This is an optimization exercise on Yosys and OpenROAD, whose aim is small area and a short achievable clock period, not a production implementation. The RTL was checked by simulation tests, not by an equivalence proof against the original design. No activity file was given, so power comes from the tool's default toggle rates.

==> flow/design.v (outline; a module is shown in full before it is edited, if it fits) <==
// module mul_fa: 11 lines
// module mul_ha: 10 lines
// module dadda_mul_top: 3374 lines
module dadda_mul_top
(
    input  logic        clk,
    input  logic        arst_n,
    input  logic [31:0] a,
    input  logic [31:0] b,
    output logic [63:0] y
);
  // ...
==> flow/flow/run.sh <==
#!/bin/bash
# standard layout with buf_2 port buffers; the resizer's setup repair aims for extra slack
# up to clock tree synthesis, and only for the plain constraints after global routing
set -euo pipefail
P="BUFFER_PORTS_ARGS=-buffer_cell sky130_fd_sc_hd__buf_2"
bash standard.sh "$P" SETUP_SLACK_MARGIN=13.6 cts > standard_make_cts.log 2>&1
bash standard.sh "$P" SETUP_SLACK_MARGIN=0 finish > standard_make_finish.log 2>&1
==> flow/standard.sh <==
#!/bin/bash
# synth_recipe.tcl (not shown) runs the flow's synth.tcl, then flattens the netlist and writes it again
# the make line also repeats each setting of config.mk as NAME=value (left out here)
make -C /OpenROAD-flow-scripts/flow DESIGN_CONFIG=/design/flow/config.mk WORK_HOME=/design/flow/orfs CLKGATE_MAP_FILE= SYNTH_SCRIPT=/design/flow/synth_recipe.tcl "${@:-finish}"
==> flow/config.mk <==
export PLATFORM = sky130hd
export DESIGN_NAME = dadda_mul_top
export DESIGN_NICKNAME = dadda_mul_top
export VERILOG_FILES = /design/flow/design.v
export SDC_FILE = /design/flow/constraint.sdc
export NUM_CORES = 4
export LEC_CHECK = 0
export ABC_AREA = 1
export ABC_CLOCK_PERIOD_IN_PS = 22000
export CAP_MARGIN = 20
export CORE_MARGIN = 2
export CORE_UTILIZATION = 40
export CTS_BUF_LIST = sky130_fd_sc_hd__clkbuf_4 sky130_fd_sc_hd__clkbuf_8
export SLEW_MARGIN = 20
export SYNTH_HIERARCHICAL = 1
export SYNTH_MINIMUM_KEEP_SIZE = 0
==> flow/constraint.sdc <==
create_clock -name core_clock -period 22.0 [get_ports {clk}]
set_input_delay 4.4000 -clock core_clock [delete_from_list [all_inputs] [get_ports {clk}]]
set_output_delay 4.4000 -clock core_clock [all_outputs]
set_load 0.01 [all_outputs]
==> flow_summary.json, run 1 <==
{
  "dpl.cell_count": 3319,
  "wl_per_cell_um": 24.25,
  "status": "timing/DRC/antenna clean",
  "post-dp-hpwl_um": 61890,
  "postCtsSetupBuffers": 0,
  "htreeDepth": 4,
  "multiInputGateArea_sq_um": 21090,
  "fin_cells": 3354,
  "synthXorXnorAreaFrac": 0.1826,
  "numPortBuffers": 129,
  "vias": 19800,
  "first_pass_iters": 5,
  "layout-drive-gt1-share": 0.1019,
  "multi_input_area_share": 0.7885,
  "dieArea_sq_um": 64980,
  "slew_violations": 0,
  "final_cell_mix": "525 x o22ai_1, 514 x fa_1, 512 x xnor2_1",
  "p_switching_uw": 2023,
  "slew_headroom": 0.4470,
  "rows": 91,
  "highest_layer": "met5",
  "grt_max_degree": 41,
  "multi_input_gates": 2006,
  "cts_buffer_depth": 2,
  "synth-simple-area-share": 0.04303,
  "cts.sinks": 123,
  "power_frac_comb": 0.823,
  "finalPower_uw": 4028,
  "p_sw_frac": 0.5021,
  "postRouteAntennaNets": 0,
  "worstPathMaxFanout": 40,
  "power.density_nw_per_um2": 150.6,
  "gr-usage-met3": 0.06265,
  "hold_viol": 0,
  "grt_usage": 0.2587,
  "cts_hold_buf": 0,
  "inverters": 164,
  "fmax_mhz": 118.7,
  "nets": 3182,
  "synthAdderAreaFrac": 0.4588,
  "fill_cells": 5990,
  "tapCellCount": 837
}
==> inputs of run 2 (changes only) <==
==> flow/flow/run.sh (replaced) <==
#!/bin/bash
# standard layout with buf_2 port buffers; the resizer's setup repair aims for extra slack
# up to clock tree synthesis, and only for the plain constraints after global routing
set -euo pipefail
P="BUFFER_PORTS_ARGS=-buffer_cell sky130_fd_sc_hd__buf_2"
bash standard.sh "$P" SETUP_SLACK_MARGIN=13.9 cts > standard_make_cts.log 2>&1
bash standard.sh "$P" SETUP_SLACK_MARGIN=0 finish > standard_make_finish.log 2>&1
--- a/flow/config.mk
+++ b/flow/config.mk
@@ -11,6 +11,8 @@
 export CORE_MARGIN = 2
 export CORE_UTILIZATION = 40
 export CTS_BUF_LIST = sky130_fd_sc_hd__clkbuf_4 sky130_fd_sc_hd__clkbuf_8
+export CTS_CLUSTER_DIAMETER = 150
+export CTS_CLUSTER_SIZE = 30
 export SLEW_MARGIN = 20
 export SYNTH_HIERARCHICAL = 1
 export SYNTH_MINIMUM_KEEP_SIZE = 0
==> run 2 against run 1 <==
Still clean. Cell count decreased by 0.12%. Critical path depth decreased by 1. Sequential power about the same. Combinational power about the same. Synthesized cell count unchanged. Final area increased by 0.48%. Synthesized area unchanged. Power increased by 1.2%. Via count increased by 0.32%. Critical endpoint is now hy_q[26].
==> flow_summary.json, run 2 <==
{
  "status": "timing/DRC/antenna clean",
  "root_buffer": "clkbuf_8",
  "tritoncts": "yes",
  "syn-mean-instance-area_sq_um": 10.03,
  "slew_violations": 0,
  "yosys.area.top_type": "fa_1",
  "grt_pass1_wl_um": 127200,
  "power_frac_comb": 0.820,
  "setup.worst_path.class": "in2reg",
  "ys_warn_count": 7,
  "numPortBuffers": 129,
  "slew_headroom": 0.4166,
  "clkPwrFrac": 0.060,
  "placed_area_sq_um": 26280,
  "yosysUniqueCellTypes": 35,
  "layout-drive-gt1-share": 0.1039,
  "grt_pass1_vias": 21220,
  "top_regs": "hx_q x57, hy_q x57, lo_q x7",
  "yosys-top-cells-area": "fa_1 41%, xnor2_1 18%, o22ai_1 13%, dfxtp_1 9.7%, ha_1 5.0%",
  "fp.coreArea_sq_um": 61940,
  "crit_path_end_kind": "flop",
  "grt_usage": 0.2614,
  "cts_buffer_depth": 2,
  "htreeDepth": 4,
  "overflow": 0,
  "start_util": 0.4066,
  "max_cap_violations": 0,
  "final_cell_mix": "525 x o22ai_1, 513 x fa_1, 512 x xnor2_1",
  "numCtsBuffers": 17,
  "p_switching_uw": 2037,
  "die_x_um": 254.9,
  "synthTopCellsByCount": "525 x o22ai_1, 514 x fa_1, 512 x xnor2_1",
  "boundaryPins": 130,
  "antenna_found_initial": 7,
  "cts.clk_slew.worst_paths_ns": 0.08,
  "yosysSeqAreaShare": 0.09798,
  "cts_hold_buf": 0,
  "drc": 0,
  "area_growth_pct": 6.707,
  "cp_data_required_time_ns": 22.45,
  "grt_max_degree": 41,
  "routed_wl_um": 82510,
  "crit_arrival_ns": 8.70,
  "syn_area_sq_um": 25180,
  "fin_crit_sh": 0.3750,
  "async_reset_ff_frac": 0.008130,
  "worstPathMaxFanout": 34,
  "die_h_um": 254.9,
  "wl_per_cell_um": 24.63,
  "fmax_mhz": 121.2,
  "ys_ff_latch": 123,
  "drtIter0Drc": 2262,
  "fin_cells": 3350,
  "cts.sinks": 123,
  "synth_nets": 3193,
  "power.density_nw_per_um2": 151.7,
  "p_leak_uw": 0.01052,
  "postRouteAntennaNets": 0,
  "setup_tns_ns": 0,
  "worstMarginPinSlew_ns": 0.8751,
  "hold_viol": 0,
  "synth-main-ff-cell": "dfxtp_1",
  "hold_path.class": "in2async",
  "layout_commonest_cell": "o22ai_1",
  "min_period_ns": 8.250,
  "ir_drop_mv": 0.08738,
  "synth_top_area_frac": 0.4086,
  "start_kind": "input port",
  "first_pass_iters": 7,
  "rows": 91,
  "yosysMostFrequentCell": "o22ai_1",
  "synthesis.instances": 2512,
  "nets": 3179,
  "globalplace.congestion": 0.9734,
  "dieArea_sq_um": 64980,
  "setup_viol": 0,
  "via_per_inst": 5.929,
  "stdcell_area_sq_um": 26870,
  "finalPower_uw": 4076,
  "p_sw_frac": 0.4997,
  "vias": 19860,
  "p_int_uw": 2039,
  "synth-edff-count": 0,
  "post-dp-hpwl_um": 61850,
  "rsz0062_at_grt": "false",
  "dpl.cell_count": 3313,
  "seqPwrFrac": 0.119
}
==> run 2: area by class of cell <==
class                           instances  area, sq um
Antenna cell                            2        5.005
Clock buffer                           20        269.0
Clock inverter                         12        183.9
Fill cell                            5983        35070
Inverter                              164        619.3
Multi-Input combinational cell       2006        21130
Sequential cell                       123         2469
Tap cell                              837         1047
Timing Repair Buffer                  186         1151
==> run 2: power groups by stage <==
stage	Combinational, uW	Clock, uW	Sequential, uW
5_1_grt	3860	261	499
4_1_cts	3390	253	487
2_1_floorplan	2350	0	472
3_3_place_gp	3240	0	489
3_5_place_dp	3320	0	490
6_report	3340	246	486
==> run 2: logic make-up (layout without fill, tap and decap cells) <==
group                    Yosys count  after routing  synth area share
other                              1              3         0.0001489
adder cells (fa/ha/maj)          615            615            0.4588
AO/OA/AOI/OAI                    612            612            0.1499
XOR/XNOR                         525            525            0.1826
buffers and inverters            383            382           0.06752
flip-flops                       123            123           0.09798
AND/OR/NAND/NOR                  253            253           0.04303
==> run 2: per-layer routing <==
metal / vias up / track usage / part of all wire
met1: 9943 / 0.3481 / 0.41
met3: 186 / 0.07373 / 0.10
li1: 8548 / - / -
met4: 10 / 0.09858 / 0.036
met5: - / 0 / 0.00080
met2: 1175 / 0.4051 / 0.45
==> run 2: what timing repair did <==
item	in CTS	in global routing
gates resized for setup	28	0
setup endpoints to repair	45	0
buffers inserted	3	0
==> run 2: path summary, 6_finish.rpt <==
check | from | to | slack, ns | depth (start not counted)
min in group core_clock | b[1] | lo_q[0] | 4.43 | 3
max in group asynchronous | arst_n | vld_q | 18.32 | 1
min | arst_n | vld_q | 3.58 | 1
max | b[11] | hy_q[26] | 13.75 | 12
==> run 2: critical path, stage by stage <==
cell	delay, ns
buf_2	0.12
ha_1	0.23
nor2_4	0.11
buf_6	0.40
xnor2_1	0.28
o22ai_1	0.16
fa_1	0.52
fa_1	0.56
fa_1	0.47
fa_1	0.41
fa_1	0.57
fa_1	0.43
==> run 2: modules after synthesis, one instance, submodules excluded <==
module	cell area, sq um	cells inside	times used	flops+latches
mul_ha	12.51	1	32	0
dadda_mul_top	15070	1995	1	123
mul_fa	20.02	1	485	0
==> run 2: stage by stage <==
stage                       util  worst slack [ns]  hold slack [ns]
after CTS                 0.4338             13.86            3.538
after detailed placement  0.4243             12.87            4.176
after global routing      0.4338             13.61            3.544
final                     0.4338             13.75            3.585
after floorplan                -             13.90            4.104
after global placement    0.4240             12.88            4.174
==> inputs of run 3 (changes only) <==
--- a/flow/config.mk
+++ b/flow/config.mk
@@ -11,8 +11,6 @@
 export CORE_MARGIN = 2
 export CORE_UTILIZATION = 40
 export CTS_BUF_LIST = sky130_fd_sc_hd__clkbuf_4 sky130_fd_sc_hd__clkbuf_8
-export CTS_CLUSTER_DIAMETER = 150
-export CTS_CLUSTER_SIZE = 30
 export SLEW_MARGIN = 20
 export SYNTH_HIERARCHICAL = 1
 export SYNTH_MINIMUM_KEEP_SIZE = 0
==> run 3 against run 2 <==
Still clean on timing, DRC and antenna. Via count is the same. Clock-buffer cell count is the same. Synthesized area is the same. Worst setup slack is the same.
==> flow_summary.json, run 3 <==
{
  "fill_cells": 5983,
  "drc": 0,
  "hold_path.class": "in2async",
  "whs_ns": 3.585,
  "setup.worst_path.class": "in2reg",
  "yosysSeqAreaShare": 0.09798,
  "slew_violations": 0,
  "cp_num_buf_inv": 2,
  "worstPathMaxFanout": 34,
  "yosysMostFrequentCell": "o22ai_1",
  "p_leak_uw": 0.01052,
  "pre_cts_ws_ns": 12.87,
  "synth_nets": 3193,
  "htreeDepth": 4,
  "dieArea_sq_um": 64980,
  "overflow": 0,
  "power.density_nw_per_um2": 151.7,
  "grt_pass1_vias": 21220,
  "status": "timing/DRC/antenna clean",
  "routed_wl_um": 82510,
  "placed_area_sq_um": 26280,
  "area_growth_pct": 6.707,
  "crit_family": "adder cells",
  "post-dp-hpwl_um": 61850,
  "regArea_sq_um": 2469,
  "min_period_ns": 8.250,
  "fp.coreArea_sq_um": 61940,
  "antenna_found_initial": 7,
  "start_util": 0.4066,
  "fin_cells": 3350,
  "vias": 19860,
  "crit_arrival_ns": 8.70,
  "multiInputGateArea_sq_um": 21130,
  "numPortBuffers": 129,
  "fmax_mhz": 121.2,
  "yosysUniqueCellTypes": 35,
  "syn-mean-instance-area_sq_um": 10.03,
  "boundaryPins": 130,
  "nets": 3179,
  "die_x_um": 254.9,
  "root_buffer": "clkbuf_8",
  "cpMostUsedCell": "fa_1",
  "cts.sinks": 123,
  "hold_viol": 0,
  "finalWorstSetupSlack_ns": 13.75,
  "synthTopCellsByCount": "525 x o22ai_1, 514 x fa_1, 512 x xnor2_1",
  "cp_cell_sequence": "buf_2, ha_1, nor2_4, buf_6, xnor2_1, o22ai_1, fa_1, fa_1, fa_1, fa_1, fa_1, fa_1",
  "numCtsBuffers": 17,
  "top_regs": "hx_q x57, hy_q x57, lo_q x7",
  "ys_ff_latch": 123,
  "die_h_um": 254.9,
  "cp_data_required_time_ns": 22.45,
  "max_cap_violations": 0,
  "async_reset_ff_frac": 0.008130,
  "start_kind": "input port",
  "tritoncts": "yes",
  "cts_hold_buf": 0,
  "dpl.cell_count": 3313,
  "syn_area_sq_um": 25180,
  "first_pass_iters": 7,
  "via_per_inst": 5.929,
  "setup_viol": 0,
  "layout_commonest_cell": "o22ai_1",
  "globalplace.congestion": 0.9734,
  "synth_top_area_frac": 0.4086,
  "drtIter0Drc": 2262,
  "worstMarginPinSlew_ns": 0.8751,
  "crit_path_end_kind": "flop",
  "grt_max_degree": 41,
  "ys_warn_count": 7,
  "yosys-top-cells-area": "fa_1 41%, xnor2_1 18%, o22ai_1 13%, dfxtp_1 9.7%, ha_1 5.0%",
  "synthesis.instances": 2512,
  "cts.clk_slew.worst_paths_ns": 0.08,
  "cp_slowest_cell": "fa_1",
  "rows": 91,
  "grt_usage": 0.2614,
  "setup_tns_ns": 0,
  "slew_headroom": 0.4166,
  "synth-main-ff-cell": "dfxtp_1",
  "cts_buffer_depth": 2,
  "stdcell_area_sq_um": 26870,
  "synth-edff-count": 0,
  "ir_drop_mv": 0.08738,
  "grt_pass1_wl_um": 127200,
  "postRouteAntennaNets": 0,
  "wl_per_cell_um": 24.63,
  "final_cell_mix": "525 x o22ai_1, 513 x fa_1, 512 x xnor2_1",
  "yosys.area.top_type": "fa_1",
  "fin_crit_sh": 0.3750,
  "layout-drive-gt1-share": 0.1039,
  "rsz0062_at_grt": "false",
  "cpPeakStageDelay_ns": 0.57
}
-- run 3: final cells by class --
| class | count | area share |
|---|---|---|
| clock inverter | 12 | 0.006845 |
| inverter | 164 | 0.02305 |
| tap | 837 | 0.03897 |
| timing repair buffer | 186 | 0.04284 |
| multi-input combinational | 2006 | 0.7862 |
| antenna | 2 | 0.0001862 |
| clock buffer | 20 | 0.01001 |
| sequential | 123 | 0.09187 |
-- run 3: Yosys stat by module, one instance, submodules excluded --
module	copies in the design	flip-flops and latches	area [sq um]	cells
mul_fa	485	0	20.02	1
mul_ha	32	0	12.51	1
dadda_mul_top	1	123	15070	1995
-- run 3: power breakdown --
| part | leakage [uW] | internal (uW) | switching, uW | total [uW] |
|---|---|---|---|---|
| combinational | 0.00926 | 1480 | 1860 | 3340 |
| clock | 0.000224 | 132 | 115 | 246 |
| sequential | 0.00104 | 423 | 62.7 | 486 |
-- run 3: per-stage QoR --
stage / util / power (uW)
CTS: 0.4338 / 4128
floorplan: - / 2822
global route: 0.4338 / 4620
global placement: 0.4240 / 3725
detailed placement: 0.4243 / 3811
finish: 0.4338 / 4076
-- run 3: cells by family after synthesis --
logic type / share of synthesized area
other: 0.0001489
buffers and inverters: 0.06752
flip-flops: 0.09798
adder cells (fa/ha/maj): 0.4588
AND/OR/NAND/NOR: 0.04303
XOR/XNOR: 0.1826
AO/OA/AOI/OAI: 0.1499
-- run 3: what timing repair did --
action                                  in CTS  in global routing
buffers inserted                             3                  0
endpoints found under the setup margin      45                  0
gates resized for setup                     28                  0
-- run 3: path summary, 6_finish.rpt --
path,from,endpoint,slack [ns],cells past startpoint
min in group core_clock,b[1],lo_q[0],4.43,3
max in group asynchronous,arst_n,vld_q,18.32,1
worst min-delay path,arst_n,vld_q,3.58,1
worst max-delay path,b[11],hy_q[26],13.75,12
-- run 3: per-layer routing --
layer	vias up	track usage	wire, um
met4	10	0.09858	2970
met1	9943	0.3481	33420
met3	186	0.07373	8622
li1	8548	-	-
met5	-	0	66
met2	1175	0.4051	37430
==> inputs of run 4 (changes only) <==
==> flow/flow/run.sh (replaced) <==
#!/bin/bash
# standard layout with buf_2 port buffers; the resizer's setup repair aims for extra slack
# in the floorplan step only (sizing before placement), then plain constraints
set -euo pipefail
P="BUFFER_PORTS_ARGS=-buffer_cell sky130_fd_sc_hd__buf_2"
bash standard.sh "$P" SETUP_SLACK_MARGIN=14.2 floorplan > standard_make_fp.log 2>&1
bash standard.sh "$P" SETUP_SLACK_MARGIN=0 finish > standard_make_finish.log 2>&1
==> run 4 against run 3 <==
Critical endpoint unchanged. Core utilization grew 0.83 points. First-iteration DRC count shrank 20%. Synthesized area is the same. Hold slack gained 0.022 ns. Non-clock buffer count shrank 4. Still clean. Critical path type unchanged. Power grew 1.0%. Sequential share of layout area shrank 0.17 points.
==> flow_summary.json, run 4 <==
{
  "status": "timing/DRC/antenna clean",
  "p_int_uw": 2089,
  "synthesis.instances": 2512,
  "antenna_found_initial": 1,
  "slew_headroom": 0.3651,
  "layout-drive-gt1-share": 0.1472,
  "synth_top_area_frac": 0.4086,
  "yosys.area.top_type": "fa_1",
  "cts.sinks": 123,
  "ys_warn_count": 7,
  "synth-edff-count": 0,
  "cts_hold_buf": 0,
  "vias": 20010,
  "grt_pass1_vias": 21510,
  "top_regs": "hx_q x57, hy_q x57, lo_q x7",
  "rows": 91,
  "p_sw_frac": 0.4926,
  "antenna_cells": 0,
  "cts_buffer_depth": 2,
  "start_kind": "input port",
  "fin_crit_sh": 0.3834,
  "dieArea_sq_um": 64980,
  "postRouteAntennaNets": 0,
  "syn-mean-instance-area_sq_um": 10.03,
  "drc": 0,
  "final_core_util": 0.4422,
  "postCtsSetupBuffers": 0,
  "area_growth_pct": 8.754,
  "start_util": 0.4066,
  "hold_viol": 0,
  "busiest_layer": "met2",
  "boundaryPins": 130,
  "yosys-top-cells-area": "fa_1 41%, xnor2_1 18%, o22ai_1 13%, dfxtp_1 9.7%, ha_1 5.0%",
  "crit_arrival_ns": 8.86,
  "routed_wl_um": 82310,
  "syn_area_sq_um": 25180,
  "grt_max_degree": 41,
  "post-dp-hpwl_um": 61870,
  "die_x_um": 254.9,
  "cts_resized": 0,
  "p_switching_uw": 2028,
  "yosysUniqueCellTypes": 35,
  "rsz0062_at_grt": "false",
  "synth-main-ff-cell": "dfxtp_1",
  "numPortBuffers": 129,
  "power_frac_comb": 0.819,
  "setup_viol": 0,
  "setup.worst_path.class": "in2reg",
  "crit_path_end_kind": "flop",
  "nets": 3175,
  "worstMarginPinSlew_ns": 0.9523,
  "yosysMostFrequentCell": "o22ai_1",
  "synthTopCellsByCount": "525 x o22ai_1, 514 x fa_1, 512 x xnor2_1",
  "cp_data_required_time_ns": 22.43,
  "final_cell_mix": "507 x o22ai_1, 479 x xnor2_1, 461 x fa_1",
  "seqPwrFrac": 0.120,
  "setup_tns_ns": 0,
  "gr-usage-met3": 0.05797,
  "grtUsageMet1": 0.3298,
  "fmax_mhz": 118.6,
  "met2_usage": 0.4319,
  "min_period_ns": 8.434,
  "async_reset_ff_frac": 0.008130,
  "worstPathMaxFanout": 40,
  "via_per_inst": 5.983,
  "power.density_nw_per_um2": 150.3,
  "fp.coreArea_sq_um": 61940,
  "numCtsBuffers": 17,
  "synth_nets": 3193,
  "ir_drop_mv": 0.1095,
  "die_h_um": 254.9,
  "wl_per_cell_um": 24.61,
  "cts.clk_slew.worst_paths_ns": 0.08,
  "slew_violations": 0,
  "max_cap_violations": 0,
  "first_pass_iters": 6,
  "clkPwrFrac": 0.061,
  "p_leak_uw": 0.01065,
  "overflow": 0,
  "fill_cells": 5984,
  "tritoncts": "yes",
  "grt_pass1_wl_um": 128100,
  "htreeDepth": 4,
  "ys_ff_latch": 123,
  "grt_usage": 0.2624,
  "globalplace.congestion": 0.9169,
  "layout_commonest_cell": "o22ai_1",
  "yosysSeqAreaShare": 0.09798,
  "hold_path.class": "in2async",
  "drtIter0Drc": 1806,
  "root_buffer": "clkbuf_8"
}
==> run 4: cell count changes in the layout (fill, tap and decap cells not counted), moves of 18 or more <==
cell,before,now
o22ai_2,0,18
fa_1,513,461
o22ai_1,525,507
xnor2_1,512,479
fa_2,1,53
xnor2_2,0,26
==> run 4: how the worst max path moves through the flow <==
stage | cells past startpoint | slack [ns] | to | startpoint
finish | 13 | 13.57 | hy_q[26] | b[1]
global route | 13 | 13.39 | hy_q[26] | b[1]
CTS | 13 | 13.62 | hy_q[26] | b[1]
detailed placement | 13 | 13.02 | hy_q[26] | b[1]
global placement | 13 | 13.06 | hy_q[24] | b[1]
floorplan | 11 | 13.99 | hy_q[30] | b[9]
==> run 4: critical path: stages <==
cell and delay, ns:
buf_2 0.07, buf_4 0.50, ha_4 0.23, nor2_4 0.03
buf_4 0.30, xnor2_1 0.36, o22ai_2 0.13, fa_1 0.46
fa_1 0.60, fa_2 0.47, fa_2 0.35, fa_1 0.50
fa_1 0.42
==> run 4: cells by family after synthesis <==
kind of cell,count (synthesis),synth area share
fa+ha+maj,615,0.4588
compound gates,612,0.1499
xor+xnor,525,0.1826
buf+inv,383,0.06752
simple gates,253,0.04303
flops,123,0.09798
other cells,1,0.0001489
==> run 4: power groups by stage <==
| stage | logic, uW | registers, uW | clock network [uW] |
|---|---|---|---|
| after global placement | 3290 | 497 | 0 |
| after floorplan | 2420 | 472 | 0 |
| after global routing | 3890 | 505 | 267 |
| after detailed placement | 3360 | 498 | 0 |
| final | 3370 | 493 | 253 |
| after CTS | 3410 | 494 | 260 |
==> run 4: modules after synthesis (local to each module, per instance) <==
module / times used / cell area, sq um / cells
mul_ha: 32 / 12.51 / 1
dadda_mul_top: 1 / 15070 / 1995
mul_fa: 485 / 20.02 / 1
==> run 4: routing by layer <==
metal	vias up	wire length (um)
met4	0	3733
met3	246	6795
met1	10140	32170
li1	8566	-
met2	1060	39610
met5	-	0
==> run 4: area by class of cell <==
class	instances	area (sq um)	share of cell area
Inverter	164	618.1	0.02257
Sequential cell	123	2469	0.09014
Clock inverter	14	217.7	0.007949
Multi-Input combinational cell	2006	21740	0.7940
Tap cell	837	1047	0.03824
Clock buffer	18	247.7	0.009046
Timing Repair Buffer	182	1044	0.03810
==> run 4: through the flow <==
step,total power [uW],std cells,cell area (sq um),setup slack (ns),hold WS [ns]
final,4117,3344,27390,13.57,3.607
after global routing,4658,3344,27390,13.39,3.583
after CTS,4169,3344,27390,13.62,3.559
after detailed placement,3862,3312,26920,13.02,4.175
after global placement,3788,3312,26920,13.06,4.176
after floorplan,2890,2512,26080,13.99,4.104
==> inputs of run 5 (changes only) <==
==> flow/flow/run.sh (replaced) <==
#!/bin/bash
# standard layout with buf_2 port buffers; the resizer's setup repair aims for extra slack
# up to clock tree synthesis, for a little less after global routing, and for the plain
# constraints in the rest
set -euo pipefail
P="BUFFER_PORTS_ARGS=-buffer_cell sky130_fd_sc_hd__buf_2"
bash standard.sh "$P" SETUP_SLACK_MARGIN=13.9 cts > standard_make_cts.log 2>&1
bash standard.sh "$P" SETUP_SLACK_MARGIN=13.7 grt > standard_make_grt.log 2>&1
bash standard.sh "$P" SETUP_SLACK_MARGIN=0 finish > standard_make_finish.log 2>&1
==> run 5 against run 4 <==
Still clean. Power fell by 0.75%. Maximum frequency rose by 2.8%. Cell count is 0.18% higher. Final area down 1.8%. Sequential share of layout area rose by 0.17 points. Flip-flop and latch count unchanged. Die area unchanged. Synthesized cell count stayed put. Combinational power about the same. Global-route usage shrank 0.097 points. Critical endpoint unchanged. Highest routed layer is now met5.
==> flow_summary.json, run 5 <==
{
  "root_buffer": "clkbuf_8",
  "grt_pass1_wl_um": 127200,
  "fill_cells": 5981,
  "grt_usage": 0.2614,
  "p_int_uw": 2044,
  "grt_max_degree": 41,
  "cp_data_required_time_ns": 22.45,
  "worstMarginPinSlew_ns": 0.8855,
  "via_per_inst": 5.910,
  "area_growth_pct": 6.782,
  "tritoncts": "yes",
  "max_cap_violations": 0,
  "dieArea_sq_um": 64980,
  "yosysMostFrequentCell": "o22ai_1",
  "grt_pass1_vias": 21220,
  "antenna_found_initial": 7,
  "ir_drop_mv": 0.08759,
  "final_cell_mix": "525 x o22ai_1, 513 x fa_1, 512 x xnor2_1",
  "seqPwrFrac": 0.119,
  "layout_commonest_cell": "o22ai_1",
  "p_switching_uw": 2043,
  "async_reset_ff_frac": 0.008130,
  "power.density_nw_per_um2": 152.0,
  "worstPathMaxFanout": 34,
  "rows": 91,
  "fmax_mhz": 121.9,
  "setup_tns_ns": 0,
  "postRouteAntennaNets": 0,
  "top_regs": "hx_q x57, hy_q x57, lo_q x7",
  "wl_per_cell_um": 24.63,
  "slew_headroom": 0.4097,
  "synthTopCellsByCount": "525 x o22ai_1, 514 x fa_1, 512 x xnor2_1",
  "cts_buffer_depth": 2,
  "dpl.cell_count": 3313,
  "crit_arrival_ns": 8.65,
  "cp_slowest_cell": "fa_1",
  "ys_warn_count": 7,
  "p_leak_uw": 0.01054,
  "fp.coreArea_sq_um": 61940,
  "post-dp-hpwl_um": 61850,
  "setup.worst_path.class": "in2reg",
  "cp_cell_sequence": "buf_2, ha_1, nor2_4, buf_6, xnor2_1, o22ai_1, fa_1, fa_1, fa_1, fa_1, fa_1, fa_1",
  "htreeDepth": 4,
  "crit_family": "adder cells",
  "crit_path_end_kind": "flop",
  "syn_area_sq_um": 25180,
  "cpMostUsedCell": "fa_1",
  "p_sw_frac": 0.4999,
  "boundaryPins": 130,
  "synth-main-ff-cell": "dfxtp_1",
  "drtIter0Drc": 2238,
  "globalplace.congestion": 0.9734,
  "synthesis.instances": 2512,
  "cts_hold_buf": 0,
  "cts.clk_slew.worst_paths_ns": 0.08,
  "synth_top_area_frac": 0.4086,
  "slew_violations": 0,
  "status": "timing/DRC/antenna clean",
  "finalPower_uw": 4086,
  "ys_ff_latch": 123,
  "hold_path.class": "in2async",
  "synth_nets": 3193,
  "power_frac_comb": 0.821,
  "fin_cells": 3350,
  "cp_num_buf_inv": 2,
  "die_x_um": 254.9,
  "vias": 19800,
  "rsz0062_at_grt": "true",
  "synth-edff-count": 0,
  "start_kind": "input port",
  "yosys.area.top_type": "fa_1",
  "numCtsBuffers": 17,
  "routed_wl_um": 82530,
  "yosysUniqueCellTypes": 35,
  "hold_viol": 0,
  "yosys-top-cells-area": "fa_1 41%, xnor2_1 18%, o22ai_1 13%, dfxtp_1 9.7%, ha_1 5.0%",
  "setup_viol": 0,
  "numPortBuffers": 129,
  "final_core_util": 0.4341,
  "die_h_um": 254.9,
  "layout-drive-gt1-share": 0.1047,
  "yosysSeqAreaShare": 0.09798,
  "whs_ns": 3.583,
  "start_util": 0.4066,
  "overflow": 0,
  "fin_crit_sh": 0.3728,
  "cpPeakStageDelay_ns": 0.56,
  "first_pass_iters": 6,
  "cts.sinks": 123,
  "nets": 3179,
  "drc": 0,
  "min_period_ns": 8.201,
  "clkPwrFrac": 0.060,
  "syn-mean-instance-area_sq_um": 10.03
}
## run 5: changes by cell type in the layout (fill, tap and decap cells not counted), moves of 4 or more
cell	change
xnor2_4	-7
o22ai_2	-18
nand2_2	-4
nand2_4	+4
fa_1	+52
buf_4	-10
xnor2_1	+33
buf_6	+10
ha_1	+9
ha_4	-6
o22ai_1	+18
xnor2_2	-26
fa_2	-52
## run 5: logic make-up after synthesis
group,count (synthesis),share of synthesized area
compound gates,612,0.1499
flops,123,0.09798
fa+ha+maj,615,0.4588
other cells,1,0.0001489
xor+xnor,525,0.1826
simple gates,253,0.04303
buf+inv,383,0.06752
## run 5: metrics by stage
| step | instance area, sq um | worst slack [ns] |
|---|---|---|
| floorplan | 25270 | 13.90 |
| global placement | 26270 | 12.88 |
| detailed placement | 26280 | 12.87 |
| CTS | 26870 | 13.86 |
| global route | 26890 | 13.69 |
| finish | 26890 | 13.80 |
## run 5: modules after synthesis, one instance, submodules excluded
module         cells inside  flops+latches  cell area, sq um  times used
mul_fa                    1              0             20.02         485
mul_ha                    1              0             12.51          32
dadda_mul_top          1995            123             15070           1
## run 5: repair_timing
action                                  CTS  global route
setup buffers                             3             0
pin swaps                                 1             0
endpoints found under the setup margin   45             5
hold endpoints to repair                  0             0
gates resized for setup                  28             3
## run 5: final timing paths
kind | start | to | slack [ns] | cells past startpoint
min in group core_clock | b[1] | lo_q[0] | 4.43 | 3
max in group asynchronous | arst_n | vld_q | 18.32 | 1
max | b[11] | hy_q[26] | 13.80 | 12
min | arst_n | vld_q | 3.58 | 1
## run 5: power by group through the flow
stage	Clock, uW	Sequential, uW	Combinational, uW
5_1_grt	261	499	3870
3_3_place_gp	0	489	3240
3_5_place_dp	0	490	3320
4_1_cts	253	487	3390
2_1_floorplan	0	472	2350
6_report	247	486	3350
## run 5: area by class of cell
cell class | count | area, sq um | share of cell area
clock buffer | 20 | 269.0 | 0.01000
inverter | 164 | 619.3 | 0.02303
antenna | 2 | 5.005 | 0.0001861
sequential | 123 | 2469 | 0.09180
timing repair buffer | 186 | 1151 | 0.04281
multi-input combinational | 2006 | 21150 | 0.7864
clock inverter | 12 | 183.9 | 0.006840
tap | 837 | 1047 | 0.03894
## run 5: routing by layer
metal  GRT usage  vias to the layer above  routed length, um
met5           0                        -                 66
met2      0.4051                     1136              37510
li1            -                     8535                  -
met4     0.09858                       10               2845
met3     0.07373                      179               8623
met1      0.3481                     9940              33490
==> inputs of run 6 (changes only) <==
==> flow/flow/run.sh (replaced) <==
#!/bin/bash
# standard layout with buf_2 port buffers, a clock tree without dummy loads, and the
# resizer's setup repair aiming for extra slack up to clock tree synthesis
set -euo pipefail
P="BUFFER_PORTS_ARGS=-buffer_cell sky130_fd_sc_hd__buf_2"
C="CTS_ARGS=-sink_clustering_enable -repair_clock_nets -dont_use_dummy_load -sink_clustering_size 30 -buf_list {sky130_fd_sc_hd__clkbuf_4 sky130_fd_sc_hd__clkbuf_8}"
bash standard.sh "$P" "$C" SETUP_SLACK_MARGIN=13.9 cts > standard_make_cts.log 2>&1
bash standard.sh "$P" "$C" SETUP_SLACK_MARGIN=0 finish > standard_make_finish.log 2>&1
==> run 6 against run 5 <==
Sequential power barely moved. Clock power fell by 34%. Worst setup slack got worse by 0.030 ns. Synthesized area is the same. Clock-buffer cell count decreased by 3. Critical endpoint unchanged. Largest power group unchanged.
==> flow_summary.json, run 6 <==
{
  "synthesis.instances": 2512,
  "min_period_ns": 8.231,
  "worstMarginPinSlew_ns": 0.8826,
  "setup_viol": 0,
  "ys_warn_count": 7,
  "layout-drive-gt1-share": 0.09892,
  "fin_crit_sh": 0.3741,
  "globalplace.congestion": 0.9734,
  "postRouteAntennaNets": 0,
  "grt_usage": 0.2614,
  "nets": 3180,
  "dieArea_sq_um": 64980,
  "antenna_found_initial": 7,
  "worstPathMaxFanout": 19,
  "numCtsBuffers": 17,
  "ir_drop_mv": 0.08663,
  "cts_buffer_depth": 2,
  "rows": 91,
  "synth-main-ff-cell": "dfxtp_1",
  "async_reset_ff_frac": 0.008130,
  "synth_top_area_frac": 0.4086,
  "crit_path_end_kind": "flop",
  "drc": 0,
  "yosysSeqAreaShare": 0.09798,
  "cts.sinks": 123,
  "syn-mean-instance-area_sq_um": 10.03,
  "synthTopCellsByCount": "525 x o22ai_1, 514 x fa_1, 512 x xnor2_1",
  "start_kind": "input port",
  "grt_pass1_vias": 21220,
  "final_cell_mix": "525 x o22ai_1, 513 x fa_1, 512 x xnor2_1",
  "die_x_um": 254.9,
  "yosysMostFrequentCell": "o22ai_1",
  "yosys-top-cells-area": "fa_1 41%, xnor2_1 18%, o22ai_1 13%, dfxtp_1 9.7%, ha_1 5.0%",
  "fp.coreArea_sq_um": 61940,
  "slew_violations": 0,
  "synth_nets": 3193,
  "area_growth_pct": 5.982,
  "layout_commonest_cell": "o22ai_1",
  "cts.clk_slew.worst_paths_ns": 0.07,
  "root_buffer": "clkbuf_8",
  "status": "timing/DRC/antenna clean",
  "numPortBuffers": 129,
  "setup_tns_ns": 0,
  "vias": 19780,
  "routed_wl_um": 82490,
  "overflow": 0,
  "grt_pass1_wl_um": 127000,
  "via_per_inst": 5.928,
  "finalPower_uw": 3989,
  "post-dp-hpwl_um": 61850,
  "cp_data_required_time_ns": 22.43,
  "grt_max_degree": 41,
  "p_leak_uw": 0.01044,
  "first_pass_iters": 5,
  "power.density_nw_per_um2": 149.4,
  "setup.worst_path.class": "in2reg",
  "synth-edff-count": 0,
  "htreeDepth": 4,
  "drtIter0Drc": 2121,
  "yosysUniqueCellTypes": 35,
  "slew_headroom": 0.4116,
  "tritoncts": "yes",
  "hold_path.class": "in2async",
  "crit_start": "b[7]",
  "rsz0062_at_grt": "false",
  "fill_cells": 5995,
  "fmax_mhz": 121.5,
  "boundaryPins": 130,
  "crit_arrival_ns": 8.66,
  "max_cap_violations": 0,
  "syn_area_sq_um": 25180,
  "die_h_um": 254.9,
  "yosys.area.top_type": "fa_1",
  "start_util": 0.4066,
  "top_regs": "hx_q x57, hy_q x57, lo_q x7",
  "wl_per_cell_um": 24.73,
  "hold_viol": 0,
  "ys_ff_latch": 123,
  "whs_ns": 3.591
}
[run 6: cell counts after synthesis]
Identical to the previous run, type by type.
[run 6: cells by family after synthesis]
group / synth area share
and+or+nand+nor: 0.04303
other: 0.0001489
DFF: 0.09798
buffers and inverters: 0.06752
xor gates and xnor gates: 0.1826
adders and majority gates: 0.4588
AOI/OAI and AO/OA: 0.1499
[run 6: worst max-delay path: stages]
cell and delay (ns):
buf_2 0.12, ha_1 0.31, clkinvlp_4 0.37, buf_8 0.31, o22ai_1 0.22, fa_1 0.48, fa_1 0.58, fa_1 0.46
fa_1 0.41, fa_1 0.56, fa_1 0.43
[run 6: per-layer routing]
| metal | global-route usage | wire length, um | up-vias |
|---|---|---|---|
| met2 | 0.4043 | 37390 | 1146 |
| met3 | 0.07373 | 8441 | 189 |
| met5 | 0 | 66 | - |
| met4 | 0.1028 | 2927 | 10 |
| met1 | 0.3470 | 33660 | 9907 |
| li1 | - | - | 8524 |
[run 6: worst paths after layout]
kind / to / slack [ns] / cells after the start
worst max-delay path: hy_q[26] / 13.77 / 11
max in group asynchronous: vld_q / 18.32 / 1
min in group core_clock: lo_q[0] / 4.42 / 3
worst min-delay path: vld_q / 3.59 / 1
[run 6: final cells by class]
class	instances	area [sq um]	area share
tap	837	1047	0.03924
inverter	164	619.3	0.02321
timing repair buffer	187	1187	0.04449
sequential	123	2469	0.09249
multi-input combinational	2006	21130	0.7916
antenna	2	5.005	0.0001875
clock buffer	17	234.0	0.008767
[run 6: where the power goes]
| part | switching (uW) | internal [uW] | leakage, uW | total [uW] |
|---|---|---|---|---|
| Clock | 95.1 | 67.6 | 0.000122 | 163 |
| Sequential | 62.9 | 423 | 0.00104 | 486 |
| Combinational | 1860 | 1480 | 0.00928 | 3340 |
| Total | 2010 | 1970 | 0.0104 | 3990 |
[run 6: modules after synthesis, one instance, submodules excluded]
module | area [sq um] | cells
mul_fa | 20.02 | 1
dadda_mul_top | 15070 | 1995
mul_ha | 12.51 | 1
[run 6: per-stage QoR]
step | instance area, sq um | cells | util | worst slack (ns)
after floorplan | 25270 | 2512 | - | 13.90
after global placement | 26270 | 3312 | 0.4240 | 12.88
after detailed placement | 26280 | 3313 | 0.4243 | 12.87
after CTS | 26680 | 3334 | 0.4308 | 13.87
after global routing | 26690 | 3335 | 0.4309 | 13.62
final | 26690 | 3336 | 0.4309 | 13.77
[run 6: repair_timing]
action / in CTS / in global routing
gates resized for setup: 29 / 0
endpoints found under the setup margin: 46 / 0
buffers inserted: 3 / 0
hold buffers: 0 / 0
==> inputs of run 7 (changes only) <==
==> flow/flow/run.sh (replaced) <==
#!/bin/bash
# standard layout with buf_2 port buffers, a clock tree without dummy loads, and the
# resizer's setup repair aiming for extra slack up to clock tree synthesis, for a little
# less after global routing, and for the plain constraints in the rest
set -euo pipefail
P="BUFFER_PORTS_ARGS=-buffer_cell sky130_fd_sc_hd__buf_2"
C="CTS_ARGS=-sink_clustering_enable -repair_clock_nets -dont_use_dummy_load -sink_clustering_size 30 -buf_list {sky130_fd_sc_hd__clkbuf_4 sky130_fd_sc_hd__clkbuf_8}"
bash standard.sh "$P" "$C" SETUP_SLACK_MARGIN=13.9 cts > standard_make_cts.log 2>&1
bash standard.sh "$P" "$C" SETUP_SLACK_MARGIN=13.7 grt > standard_make_grt.log 2>&1
bash standard.sh "$P" "$C" SETUP_SLACK_MARGIN=0 finish > standard_make_finish.log 2>&1
==> run 7 against run 6 <==
Final area rose by 0.13%. Maximum frequency rose by 0.36%. Still clean on timing, DRC and antenna. Sequential share of layout area barely moved. Synthesized area did not move.
==> flow_summary.json, run 7 <==
{
  "numPortBuffers": 129,
  "cts_buffer_depth": 2,
  "post-dp-hpwl_um": 61850,
  "grt_usage": 0.2614,
  "crit_arrival_ns": 8.63,
  "synthesis.instances": 2512,
  "setup.worst_path.class": "in2reg",
  "routed_wl_um": 82370,
  "rows": 91,
  "synth_top_area_frac": 0.4086,
  "die_x_um": 254.9,
  "synth-main-ff-cell": "dfxtp_1",
  "fin_cells": 3339,
  "drt-met1-wl_um": 33780,
  "antenna_found_initial": 7,
  "max_cap_violations": 0,
  "synth-edff-count": 0,
  "start_kind": "input port",
  "start_util": 0.4066,
  "status": "timing/DRC/antenna clean",
  "fin_crit_sh": 0.3728,
  "setup_viol": 0,
  "globalplace.congestion": 0.9734,
  "worstMarginPinSlew_ns": 0.8802,
  "yosys.area.top_type": "fa_1",
  "final_core_util": 0.4314,
  "syn-mean-instance-area_sq_um": 10.03,
  "route.met2.wl_um": 37390,
  "final_cell_mix": "525 x o22ai_1, 513 x fa_1, 512 x xnor2_1",
  "yosys-top-cells-area": "fa_1 41%, xnor2_1 18%, o22ai_1 13%, dfxtp_1 9.7%, ha_1 5.0%",
  "cts.sinks": 123,
  "slew_headroom": 0.4132,
  "layout_commonest_cell": "o22ai_1",
  "top_regs": "hx_q x57, hy_q x57, lo_q x7",
  "dieArea_sq_um": 64980,
  "ir_drop_mv": 0.08698,
  "dpl.cell_count": 3313,
  "pre_cts_ws_ns": 12.87,
  "drc": 0,
  "grt_pass1_vias": 21220,
  "ys_warn_count": 7,
  "cp_data_required_time_ns": 22.43,
  "yosysSeqAreaShare": 0.09798,
  "wl_per_cell_um": 24.67,
  "power.density_nw_per_um2": 149.5,
  "tritoncts": "yes",
  "fp.coreArea_sq_um": 61940,
  "htreeDepth": 4,
  "first_pass_iters": 6,
  "rsz0062_at_grt": "true",
  "hold_viol": 0,
  "root_buffer": "clkbuf_8",
  "crit_path_end_kind": "flop",
  "via_per_inst": 5.923,
  "grt_max_degree": 41,
  "nets": 3183,
  "finalPower_uw": 3995,
  "min_period_ns": 8.202,
  "finalWorstSetupSlack_ns": 13.80,
  "ys_ff_latch": 123,
  "area_growth_pct": 6.116,
  "synth_nets": 3193,
  "drtIter0Drc": 2066,
  "async_reset_ff_frac": 0.008130,
  "fill_cells": 5994,
  "setup_tns_ns": 0,
  "syn_area_sq_um": 25180,
  "highest_layer": "met5",
  "vias": 19780,
  "layout-drive-gt1-share": 0.1004,
  "yosysUniqueCellTypes": 35,
  "worstPathMaxFanout": 34,
  "boundaryPins": 130,
  "grt_pass1_wl_um": 127000,
  "postRouteAntennaNets": 0,
  "hold_path.class": "in2async",
  "die_h_um": 254.9,
  "wl_met3_um": 8260,
  "slew_violations": 0,
  "fmax_mhz": 121.9,
  "synthTopCellsByCount": "525 x o22ai_1, 514 x fa_1, 512 x xnor2_1",
  "overflow": 0,
  "cts.clk_slew.worst_paths_ns": 0.07,
  "numCtsBuffers": 17,
  "p_leak_uw": 0.01046,
  "yosysMostFrequentCell": "o22ai_1"
}
[run 7: cell types whose count changed in the layout (fill, tap and decap cells not counted)]
cell	before	now
buf_4	43	46
o21bai_1	4	3
o21bai_4	0	1
[run 7: final timing paths]
| kind | cells after the start | end | from |
|---|---|---|---|
| max | 12 | hy_q[26] | b[13] |
| min | 1 | vld_q | arst_n |
| max in group asynchronous | 1 | vld_q | arst_n |
| min in group core_clock | 3 | lo_q[0] | b[1] |
[run 7: layout make-up]
| type | count | area, sq um | share of cell area |
|---|---|---|---|
| Tap cell | 837 | 1047 | 0.03919 |
| Timing Repair Buffer | 190 | 1210 | 0.04528 |
| Inverter | 164 | 619.3 | 0.02318 |
| Multi-Input combinational cell | 2006 | 21140 | 0.7910 |
| Clock buffer | 17 | 234.0 | 0.008755 |
| Sequential cell | 123 | 2469 | 0.09238 |
| Antenna cell | 2 | 5.005 | 0.0001873 |
[run 7: where the power goes]
part / total, uW / switching (uW) / internal (uW)
sequential: 486 / 63.0 / 424
combinational: 3350 / 1860 / 1490
clock: 162 / 94.9 / 67.6
total: 3990 / 2020 / 1980
[run 7: per-module statistics from Yosys (local to each module, per instance)]
module | area (sq um) | cells | times used | flops+latches
dadda_mul_top | 15070 | 1995 | 1 | 123
mul_fa | 20.02 | 1 | 485 | 0
mul_ha | 12.51 | 1 | 32 | 0
[run 7: cell families after synthesis]
logic type,Yosys count,synth area share
AND/OR/NAND/NOR,253,0.04303
adder cells (fa/ha/maj),615,0.4588
flip-flops,123,0.09798
buffers and inverters,383,0.06752
XOR/XNOR,525,0.1826
other,1,0.0001489
AO/OA/AOI/OAI,612,0.1499
[run 7: layer usage]
metal  vias to the layer above  global-route usage
met5                         -                   0
met3                       193             0.07373
li1                       8531                   -
met4                        10              0.1028
met2                      1112              0.4043
met1                      9932              0.3470
[run 7: repair_timing]
item,in CTS,in global routing
setup endpoints to repair,46,4
gates cloned,1,0
hold buffers,0,0
buffers inserted,3,3
gates resized for setup,29,1
pin swaps,1,0
[run 7: per-stage QoR]
| step | instance area, sq um | hold WS (ns) |
|---|---|---|
| after global placement | 26270 | 4.174 |
| after global routing | 26720 | 3.559 |
| after detailed placement | 26280 | 4.176 |
| after CTS | 26680 | 3.548 |
| final | 26720 | 3.592 |
| after floorplan | 25270 | 4.104 |
[run 7: critical path, cell delays in order]
cell     delay, ns
buf_2         0.13
ha_1          0.23
nor2_4        0.11
buf_6         0.39
xnor2_1       0.17
o22ai_1       0.23
fa_1          0.48
fa_1          0.55
fa_1          0.46
fa_1          0.41
fa_1          0.56
fa_1          0.42
==> inputs of run 8 (changes only) <==
==> flow/flow/run.sh (replaced) <==
#!/bin/bash
# standard layout with buf_2 port buffers, a clock tree without dummy loads, and the
# resizer's setup repair aiming for extra slack from placement to clock tree synthesis, for a little
# less after global routing, and for the plain constraints in the rest
set -euo pipefail
P="BUFFER_PORTS_ARGS=-buffer_cell sky130_fd_sc_hd__buf_2"
C="CTS_ARGS=-sink_clustering_enable -repair_clock_nets -dont_use_dummy_load -sink_clustering_size 30 -buf_list {sky130_fd_sc_hd__clkbuf_4 sky130_fd_sc_hd__clkbuf_8}"
bash standard.sh "$P" "$C" SETUP_SLACK_MARGIN=0 floorplan > standard_make_fp.log 2>&1
bash standard.sh "$P" "$C" SETUP_SLACK_MARGIN=13.9 cts > standard_make_cts.log 2>&1
bash standard.sh "$P" "$C" SETUP_SLACK_MARGIN=13.7 grt > standard_make_grt.log 2>&1
bash standard.sh "$P" "$C" SETUP_SLACK_MARGIN=0 finish > standard_make_finish.log 2>&1
==> run 8 against run 7 <==
Still clean. Wire length fell by 1.3%. Clock power hardly changed. Via count is essentially flat. Non-clock buffer count grew 3. Maximum frequency up 0.16%. Cell count grew 0.15%. Global-route usage is 0.20 points lower. Core utilization up 0.069 points. Clock-buffer cell count did not move. Critical path type unchanged. Critical endpoint is now hy_q[25].
==> flow_summary.json, run 8 <==
{
  "grt_usage": 0.2594,
  "synth-edff-count": 0,
  "setup_tns_ns": 0,
  "vias": 19760,
  "top_regs": "hx_q x57, hy_q x57, lo_q x7",
  "antenna_found_initial": 7,
  "synthTopCellsByCount": "525 x o22ai_1, 514 x fa_1, 512 x xnor2_1",
  "layout-drive-gt1-share": 0.09948,
  "max_cap_violations": 0,
  "overflow": 0,
  "crit_start": "b[11]",
  "p_leak_uw": 0.01050,
  "grt_pass1_vias": 20980,
  "async_reset_ff_frac": 0.008130,
  "cts.clk_slew.worst_paths_ns": 0.07,
  "numCtsBuffers": 17,
  "post-dp-hpwl_um": 61890,
  "first_pass_iters": 6,
  "crit_path_end_kind": "flop",
  "setup.worst_path.class": "in2reg",
  "synth_nets": 3193,
  "via_per_inst": 5.910,
  "fmax_mhz": 122.1,
  "globalplace.congestion": 0.9604,
  "hold_path.class": "in2async",
  "routed_wl_um": 81310,
  "finalPower_uw": 3978,
  "cts_buffer_depth": 2,
  "synthesis.instances": 2512,
  "fin_crit_sh": 0.3722,
  "htreeDepth": 4,
  "cp_data_required_time_ns": 22.41,
  "worstMarginPinSlew_ns": 0.8169,
  "dpl.cell_count": 3319,
  "yosys.area.top_type": "fa_1",
  "yosysSeqAreaShare": 0.09798,
  "synth-main-ff-cell": "dfxtp_1",
  "regArea_sq_um": 2467,
  "power.density_nw_per_um2": 148.6,
  "nets": 3186,
  "worstPathMaxFanout": 34,
  "ir_drop_mv": 0.08634,
  "root_buffer": "clkbuf_8",
  "layout_commonest_cell": "o22ai_1",
  "ys_warn_count": 7,
  "cts.sinks": 123,
  "grt_pass1_wl_um": 126100,
  "syn-mean-instance-area_sq_um": 10.03,
  "syn_area_sq_um": 25180,
  "min_period_ns": 8.189,
  "crit_arrival_ns": 8.60,
  "slew_violations": 0,
  "rsz0062_at_grt": "false",
  "area_growth_pct": 6.285,
  "hold_viol": 0,
  "start_kind": "input port",
  "postRouteAntennaNets": 0,
  "rows": 91,
  "wl_per_cell_um": 24.31,
  "drtIter0Drc": 2013,
  "yosysMostFrequentCell": "o22ai_1",
  "fin_cells": 3344,
  "die_h_um": 254.9,
  "status": "timing/DRC/antenna clean",
  "drc": 0,
  "multiInputGateArea_sq_um": 21130,
  "fp.coreArea_sq_um": 61940,
  "yosys-top-cells-area": "fa_1 41%, xnor2_1 18%, o22ai_1 13%, dfxtp_1 9.7%, ha_1 5.0%",
  "grt_max_degree": 41,
  "boundaryPins": 130,
  "dieArea_sq_um": 64980,
  "tritoncts": "yes",
  "slew_headroom": 0.4554,
  "setup_viol": 0,
  "final_cell_mix": "525 x o22ai_1, 514 x fa_1, 512 x xnor2_1",
  "numPortBuffers": 129,
  "die_x_um": 254.9,
  "ys_ff_latch": 123,
  "start_util": 0.4066,
  "synth_top_area_frac": 0.4086,
  "yosysUniqueCellTypes": 35,
  "fill_cells": 5997
}
run 8: cell types whose count changed in the layout (fill, tap and decap cells not counted), moves of 2 or more:
cell	previous run	this run
buf_6	9	3
buf_12	2	6
buf_4	46	50
diode_2	2	4
run 8: worst max-delay path, cell delays in order:
cell and delay [ns]:
buf_2 0.11, ha_1 0.23, nor2_4 0.12, buf_8 0.33, xnor2_1 0.27, o22ai_1 0.15
fa_1 0.47, fa_1 0.61, fa_1 0.47, fa_1 0.43, fa_1 0.52, fa_1 0.42
run 8: worst max path at each step:
stage	to	slack, ns	cells past startpoint
CTS	hy_q[25]	13.90	12
finish	hy_q[25]	13.81	12
detailed placement	hy_q[25]	12.85	13
global placement	hy_q[26]	12.89	13
floorplan	hy_q[31]	13.76	10
global route	hy_q[26]	13.70	12
run 8: modules after synthesis (local to each module, per instance):
module	flops+latches	copies in the design	area, sq um
mul_fa	0	485	20.02
dadda_mul_top	123	1	15070
mul_ha	0	32	12.51
run 8: metrics by stage:
step	instance area (sq um)	hold WS, ns	utilization	worst slack, ns
final	26770	3.606	0.4321	13.81
after global routing	26770	3.562	0.4321	13.70
after CTS	26740	3.550	0.4317	13.90
after detailed placement	26310	4.176	0.4248	12.85
after global placement	26310	4.174	0.4248	12.89
after floorplan	25180	4.104	-	13.76
run 8: logic make-up after synthesis:
family                     Yosys count  share of synthesized area
adders and majority gates          615                     0.4588
AOI/OAI and AO/OA                  612                     0.1499
xor gates and xnor gates           525                     0.1826
buffers and inverters              383                    0.06752
and+or+nand+nor                    253                    0.04303
DFF                                123                    0.09798
other                                1                  0.0001489
run 8: cell type report:
class,count,share of cell area
multi-input combinational,2006,0.7893
sequential,123,0.09218
timing repair buffer,193,0.04731
tap,837,0.03913
inverter,164,0.02300
clock buffer,17,0.008742
antenna,4,0.0003740
run 8: what timing repair did:
action | 4_1_cts | 5_1_grt
endpoints found under the setup margin | 48 | 2
pin swaps | 2 | 0
hold buffers | 0 | 0
gates resized for setup | 32 | 2
hold endpoints to repair | 0 | 0
gates cloned | 1 | 0
buffers inserted | 3 | 0
run 8: report_power, final:
part | total (uW) | internal, uW | switching (uW)
sequential | 485 | 423 | 61.5
combinational | 3330 | 1470 | 1860
clock | 163 | 67.6 | 95.7
total | 3980 | 1970 | 2010
run 8: metal layers:
metal,wire (um),global-route usage,vias up
li1,-,-,8567
met1,33920,0.3497,9896
met2,36360,0.3995,1075
met3,7739,0.06753,214
met4,3212,0.1011,12
met5,80,0,-
==> inputs of run 9 (changes only) <==
--- a/flow/config.mk
+++ b/flow/config.mk
@@ -11,6 +11,7 @@
 export CORE_MARGIN = 2
 export CORE_UTILIZATION = 40
 export CTS_BUF_LIST = sky130_fd_sc_hd__clkbuf_4 sky130_fd_sc_hd__clkbuf_8
+export GPL_TIMING_DRIVEN = 0
 export SLEW_MARGIN = 20
 export SYNTH_HIERARCHICAL = 1
 export SYNTH_MINIMUM_KEEP_SIZE = 0
==> run 9 against run 8 <==
Flip-flop and latch count unchanged. Highest routed layer unchanged. Combinational power up 6.0%. Maximum frequency down 0.93%. Via count up 4.4%. Non-clock buffer count up 140. Cell count up 4.1%. Synthesized area unchanged. Wire length up 15%. Hold slack better by 0.0014 ns. First-iteration DRC count up 6.8%. Sequential power down 0.8%. Critical path depth down 1.
==> flow_summary.json, run 9 <==
{
  "cp-endpoint": "hy_q[25]",
  "yosysSeqAreaShare": 0.09798,
  "syn_area_sq_um": 25180,
  "yosys-top-cells-area": "fa_1 41%, xnor2_1 18%, o22ai_1 13%, dfxtp_1 9.7%, ha_1 5.0%",
  "placed_area_sq_um": 26710,
  "p_leak_uw": 0.01081,
  "cts_hold_buf": 0,
  "finalPower_uw": 4167,
  "yosysMostFrequentCell": "o22ai_1",
  "tritoncts": "yes",
  "worstPathMaxFanout": 10,
  "cts.clk_slew.worst_paths_ns": 0.07,
  "fp.coreArea_sq_um": 61940,
  "p_switching_uw": 2139,
  "grt_max_degree": 17,
  "slew_headroom": 0.2844,
  "htreeDepth": 4,
  "numPortBuffers": 96,
  "vias": 20640,
  "crit_arrival_ns": 8.69,
  "slew_violations": 0,
  "drtIter0Drc": 2150,
  "fill_cells": 6124,
  "first_pass_iters": 6,
  "synth-main-ff-cell": "dfxtp_1",
  "post-dp-hpwl_um": 76770,
  "die_h_um": 254.9,
  "fmax_mhz": 121.0,
  "synthXorXnorAreaFrac": 0.1826,
  "final_cell_mix": "525 x o22ai_1, 512 x xnor2_1, 511 x fa_1",
  "grt_usage": 0.2959,
  "cp_data_required_time_ns": 22.43,
  "layout_commonest_cell": "o22ai_1",
  "cp_slowest_cell": "fa_1",
  "status": "timing/DRC/antenna clean",
  "min_period_ns": 8.266,
  "start_kind": "input port",
  "drc": 0,
  "setup_viol": 0,
  "power.density_nw_per_um2": 152.6,
  "routed_wl_um": 93410,
  "crit_start": "b[0]",
  "synthesis.instances": 2512,
  "synth_top_area_frac": 0.4086,
  "worstMarginPinSlew_ns": 1.073,
  "boundaryPins": 130,
  "syn-mean-instance-area_sq_um": 10.03,
  "synth_top_family_by_area": "adder cells",
  "globalplace.congestion": 0.9724,
  "yosys.area.top_type": "fa_1",
  "overflow": 0,
  "synth-edff-count": 0,
  "power_frac_comb": 0.846,
  "p_int_uw": 2028,
  "ys_ff_latch": 123,
  "area_growth_pct": 8.406,
  "ys_warn_count": 7,
  "cts_buffer_depth": 2,
  "rows": 91,
  "regArea_sq_um": 2467,
  "synth_compound_area_frac": 0.1499,
  "synth-simple-area-share": 0.04303,
  "die_x_um": 254.9,
  "via_per_inst": 5.928,
  "setup_tns_ns": 0,
  "hold_path.class": "in2async",
  "cp_cell_sequence": "buf_2, clkinv_1, nand2_1, clkbuf_1, o22ai_1, fa_1, fa_1, fa_1, fa_1, fa_1, fa_1",
  "multiInputGateArea_sq_um": 21130,
  "clkPwrFrac": 0.039,
  "numCtsBuffers": 17,
  "synth_nets": 3193,
  "layout-drive-gt1-share": 0.1233,
  "nets": 3326,
  "postRouteAntennaNets": 0,
  "root_buffer": "clkbuf_8",
  "synthTopCellsByCount": "525 x o22ai_1, 514 x fa_1, 512 x xnor2_1",
  "rsz0062_at_grt": "false",
  "crit_path_end_kind": "flop",
  "fin_crit_sh": 0.3757,
  "stdcell_area_sq_um": 27300,
  "antenna_found_initial": 7,
  "max_cap_violations": 0,
  "start_util": 0.4066,
  "setup.worst_path.class": "in2reg",
  "synthAdderAreaFrac": 0.4588,
  "ir_drop_mv": 0.1821,
  "yosysUniqueCellTypes": 35,
  "dieArea_sq_um": 64980,
  "async_reset_ff_frac": 0.008130,
  "cpMostUsedCell": "fa_1",
  "wl_per_cell_um": 26.83,
  "top_regs": "hx_q x57, hy_q x57, lo_q x7",
  "cpPeakStageDelay_ns": 0.57,
  "seqPwrFrac": 0.115,
  "cts.sinks": 123,
  "grt_pass1_vias": 21770,
  "synthMuxAreaShare": 0,
  "grt_pass1_wl_um": 139200,
  "p_sw_frac": 0.5134,
  "final_core_util": 0.4408,
  "hold_viol": 0
}
==> run 9: cell type report <==
cell class / count / share of cell area
flip-flops and latches: 123 / 0.09038
inverters: 164 / 0.02269
multi-input cells: 2006 / 0.7741
plain buffers: 219 / 0.04239
repair buffers: 114 / 0.02347
diodes: 1 / 0.00009166
well taps: 837 / 0.03836
clock buffers: 17 / 0.008571
==> run 9: worst min path at each step <==
| stage | startpoint | endpoint | slack, ns | depth (start not counted) |
|---|---|---|---|---|
| finish | arst_n | vld_q | 3.61 | 1 |
| global route | arst_n | vld_q | 3.58 | 1 |
| CTS | arst_n | vld_q | 3.55 | 1 |
| detailed placement | arst_n | vld_q | 4.18 | 1 |
| global placement | arst_n | vld_q | 4.18 | 1 |
| floorplan | arst_n | vld_q | 4.10 | 0 |
==> run 9: Yosys stat by module (local to each module, per instance) <==
module	flops+latches	copies in the design	area, sq um
dadda_mul_top	123	1	15070
mul_fa	0	485	20.02
mul_ha	0	32	12.51
==> run 9: repair_timing <==
item / CTS / global route
resized for setup: 68 / 1
buffers inserted: 18 / 0
cloned: 0 / 0
setup endpoints to repair: 52 / 3
pin swaps: 12 / 0
==> run 9: power groups by stage <==
stage / logic [uW] / clock network (uW) / registers, uW
2_1_floorplan: 2350 / 0 / 472
3_3_place_gp: 3420 / 0 / 481
3_5_place_dp: 3480 / 0 / 486
4_1_cts: 3570 / 170 / 483
5_1_grt: 4040 / 174 / 495
6_report: 3530 / 161 / 481
==> run 9: cell families (layout without fill, tap and decap cells) <==
logic type      after synthesis  in the layout
xor+xnor                    525            525
fa+ha+maj                   615            615
flops                       123            123
compound gates              612            612
buf+inv                     383            514
simple gates                253            253
other cells                   1              2
==> run 9: metrics by stage <==
stage	hold slack (ns)	worst slack, ns	instances
floorplan	4.104	13.76	2512
global route	3.580	13.72	3481
CTS	3.551	13.91	3480
finish	3.608	13.73	3481
global placement	4.175	12.84	3445
detailed placement	4.176	12.90	3445
==> run 9: worst max-delay path: cells and delay by family <==
family | cells | cell delay [ns]
AND/OR/NAND/NOR | 1 | 0.30
buffers and inverters | 3 | 0.88
AO/OA/AOI/OAI | 1 | 0.20
adder cells (fa/ha/maj) | 6 | 2.89
==> run 9: routing by layer <==
layer / up-vias / part of all wire / GRT usage
li1: 8815 / - / -
met1: 10620 / 0.42 / 0.4052
met2: 1010 / 0.44 / 0.4499
met3: 185 / 0.093 / 0.07078
met4: 10 / 0.043 / 0.1218
met5: - / 0.00061 / 0
==> inputs of run 10 (changes only) <==
--- a/flow/config.mk
+++ b/flow/config.mk
@@ -11,7 +11,7 @@
 export CORE_MARGIN = 2
 export CORE_UTILIZATION = 40
 export CTS_BUF_LIST = sky130_fd_sc_hd__clkbuf_4 sky130_fd_sc_hd__clkbuf_8
-export GPL_TIMING_DRIVEN = 0
+export PLACE_DENSITY = 0.9
 export SLEW_MARGIN = 20
 export SYNTH_HIERARCHICAL = 1
 export SYNTH_MINIMUM_KEEP_SIZE = 0
==> run 10 against run 9 <==
Power decreased by 3.6%. Synthesized cell count unchanged. Flip-flop and latch count stayed put. Critical path type unchanged. Critical endpoint is now hy_q[28]. Largest power group unchanged. Highest routed layer unchanged.
==> flow_summary.json, run 10 <==
{
  "vias": 20670,
  "nets": 3179,
  "htreeDepth": 4,
  "syn-mean-instance-area_sq_um": 10.03,
  "start_kind": "input port",
  "layout_commonest_cell": "o22ai_1",
  "slew_violations": 0,
  "yosysUniqueCellTypes": 35,
  "yosys.area.top_type": "fa_1",
  "p_int_uw": 1980,
  "globalplace.congestion": 0.9980,
  "synth-edff-count": 0,
  "cts_hold_buf": 0,
  "clkPwrFrac": 0.040,
  "rsz0062_at_grt": "false",
  "hold_viol": 0,
  "min_period_ns": 8.212,
  "final_cell_mix": "525 x o22ai_1, 514 x fa_1, 510 x xnor2_1",
  "setup_viol": 0,
  "cp_data_required_time_ns": 22.43,
  "power_frac_comb": 0.839,
  "layout-drive-gt1-share": 0.09976,
  "p_sw_frac": 0.5074,
  "p_switching_uw": 2039,
  "yosysMostFrequentCell": "o22ai_1",
  "stdcell_area_sq_um": 26710,
  "fp.coreArea_sq_um": 61940,
  "power.density_nw_per_um2": 150.5,
  "worstMarginPinSlew_ns": 0.8877,
  "grt_pass1_vias": 21690,
  "hold_path.class": "in2async",
  "async_reset_ff_frac": 0.008130,
  "seqPwrFrac": 0.121,
  "cts.sinks": 123,
  "post-dp-hpwl_um": 59840,
  "yosys-top-cells-area": "fa_1 41%, xnor2_1 18%, o22ai_1 13%, dfxtp_1 9.7%, ha_1 5.0%",
  "synth_nets": 3193,
  "root_buffer": "clkbuf_8",
  "grt_usage": 0.2506,
  "final_core_util": 0.4312,
  "worstPathMaxFanout": 34,
  "antenna_found_initial": 8,
  "start_util": 0.4066,
  "drc": 0,
  "top_regs": "hx_q x57, hy_q x57, lo_q x7",
  "fin_crit_sh": 0.3733,
  "boundaryPins": 130,
  "drtIter0Drc": 2599,
  "dieArea_sq_um": 64980,
  "cts.clk_slew.worst_paths_ns": 0.07,
  "area_growth_pct": 6.066,
  "crit_arrival_ns": 8.64,
  "status": "timing/DRC/antenna clean",
  "overflow": 0,
  "grt_max_degree": 41,
  "synth_top_area_frac": 0.4086,
  "die_x_um": 254.9,
  "synthTopCellsByCount": "525 x o22ai_1, 514 x fa_1, 512 x xnor2_1",
  "first_pass_iters": 6,
  "max_cap_violations": 0,
  "grt_pass1_wl_um": 123300,
  "synthesis.instances": 2512,
  "tritoncts": "yes",
  "synth-main-ff-cell": "dfxtp_1",
  "crit_path_end_kind": "flop",
  "cts_buffer_depth": 2,
  "ys_ff_latch": 123,
  "via_per_inst": 6.194,
  "slew_headroom": 0.4082,
  "routed_wl_um": 79860,
  "yosysSeqAreaShare": 0.09798,
  "rows": 91,
  "ys_warn_count": 7,
  "numCtsBuffers": 17,
  "ir_drop_mv": 0.09585,
  "setup_tns_ns": 0,
  "p_leak_uw": 0.01044,
  "numPortBuffers": 129,
  "wl_per_cell_um": 23.93,
  "syn_area_sq_um": 25180,
  "finalPower_uw": 4019,
  "fmax_mhz": 121.8,
  "die_h_um": 254.9,
  "placed_area_sq_um": 26220,
  "postRouteAntennaNets": 0,
  "setup.worst_path.class": "in2reg"
}
[run 10: cell counts after synthesis]
No cell type changed its count.
[run 10: timing repair]
| action | CTS | global route |
|---|---|---|
| setup endpoints to repair | 60 | 9 |
| pin swaps | 1 | 0 |
| gates cloned | 2 | 1 |
| buffers inserted | 7 | 0 |
| gates resized for setup | 27 | 8 |
[run 10: per-layer routing]
metal / global-route usage / wire length (um) / up-vias
met5: 0 / 44 / -
met3: 0.08309 / 10380 / 396
met4: 0.1455 / 5047 / 8
met1: 0.3066 / 28720 / 10070
li1: - / - / 8536
met2: 0.3869 / 35670 / 1661
[run 10: worst max-delay path, cell delays in order]
cell and delay (ns):
buf_2 0.12, ha_1 0.22, nor2_4 0.10, buf_4 0.52
xnor2_1 0.22, o22ai_1 0.12, fa_1 0.51, fa_1 0.57
fa_1 0.48, fa_1 0.40, fa_1 0.48, fa_1 0.47
[run 10: path summary, 6_finish.rpt]
kind | start | cells past startpoint | end | slack, ns
max | b[19] | 12 | hy_q[28] | 13.79
min | arst_n | 1 | vld_q | 3.63
max in group asynchronous | arst_n | 1 | vld_q | 18.28
min in group core_clock | b[1] | 3 | lo_q[0] | 4.49
[run 10: Yosys stat by module, one instance, submodules excluded]
module | flip-flops and latches | times used | cells inside
dadda_mul_top | 123 | 1 | 1995
mul_fa | 0 | 485 | 1
mul_ha | 0 | 32 | 1
[run 10: power groups by stage]
stage / Combinational, uW / Clock [uW] / Sequential [uW]
after floorplan: 2350 / 0 / 472
after global placement: 3150 / 0 / 488
after detailed placement: 3340 / 0 / 492
after CTS: 3370 / 164 / 489
after global routing: 3840 / 171 / 500
final: 3370 / 160 / 488
[run 10: cell type report]
class,count,area [sq um]
well taps,837,1047
clock buffers,17,234.0
repair buffers,184,1179
multi-input cells,2006,21140
flip-flops and latches,123,2469
inverters,164,626.9
repair inverters,2,10.01
diodes,4,10.01
fillers,5841,35230
[run 10: cell families (layout without fill, tap and decap cells)]
family | after synthesis | in the layout | share of synthesized area
compound gates | 612 | 612 | 0.1499
xor+xnor | 525 | 525 | 0.1826
fa+ha+maj | 615 | 615 | 0.4588
buf+inv | 383 | 367 | 0.06752
flops | 123 | 123 | 0.09798
other cells | 1 | 5 | 0.0001489
simple gates | 253 | 253 | 0.04303
[run 10: metrics by stage]
step / setup WS, ns / hold slack (ns) / std cells
3_3_place_gp: 12.65 / 4.175 / 3306
2_1_floorplan: 13.76 / 4.104 / 2512
6_report: 13.79 / 3.629 / 3337
5_1_grt: 13.71 / 3.611 / 3335
3_5_place_dp: 12.59 / 4.176 / 3306
4_1_cts: 13.87 / 3.596 / 3332

Setup slack of run 10, layout unchanged: 13.788 ns with ideal ports, 13.814 ns with driving cells assumed (clock clkbuf_16, inputs buf_2), 13.223 ns with port delays also shifted by the 0.591 ns mid clock arrival.
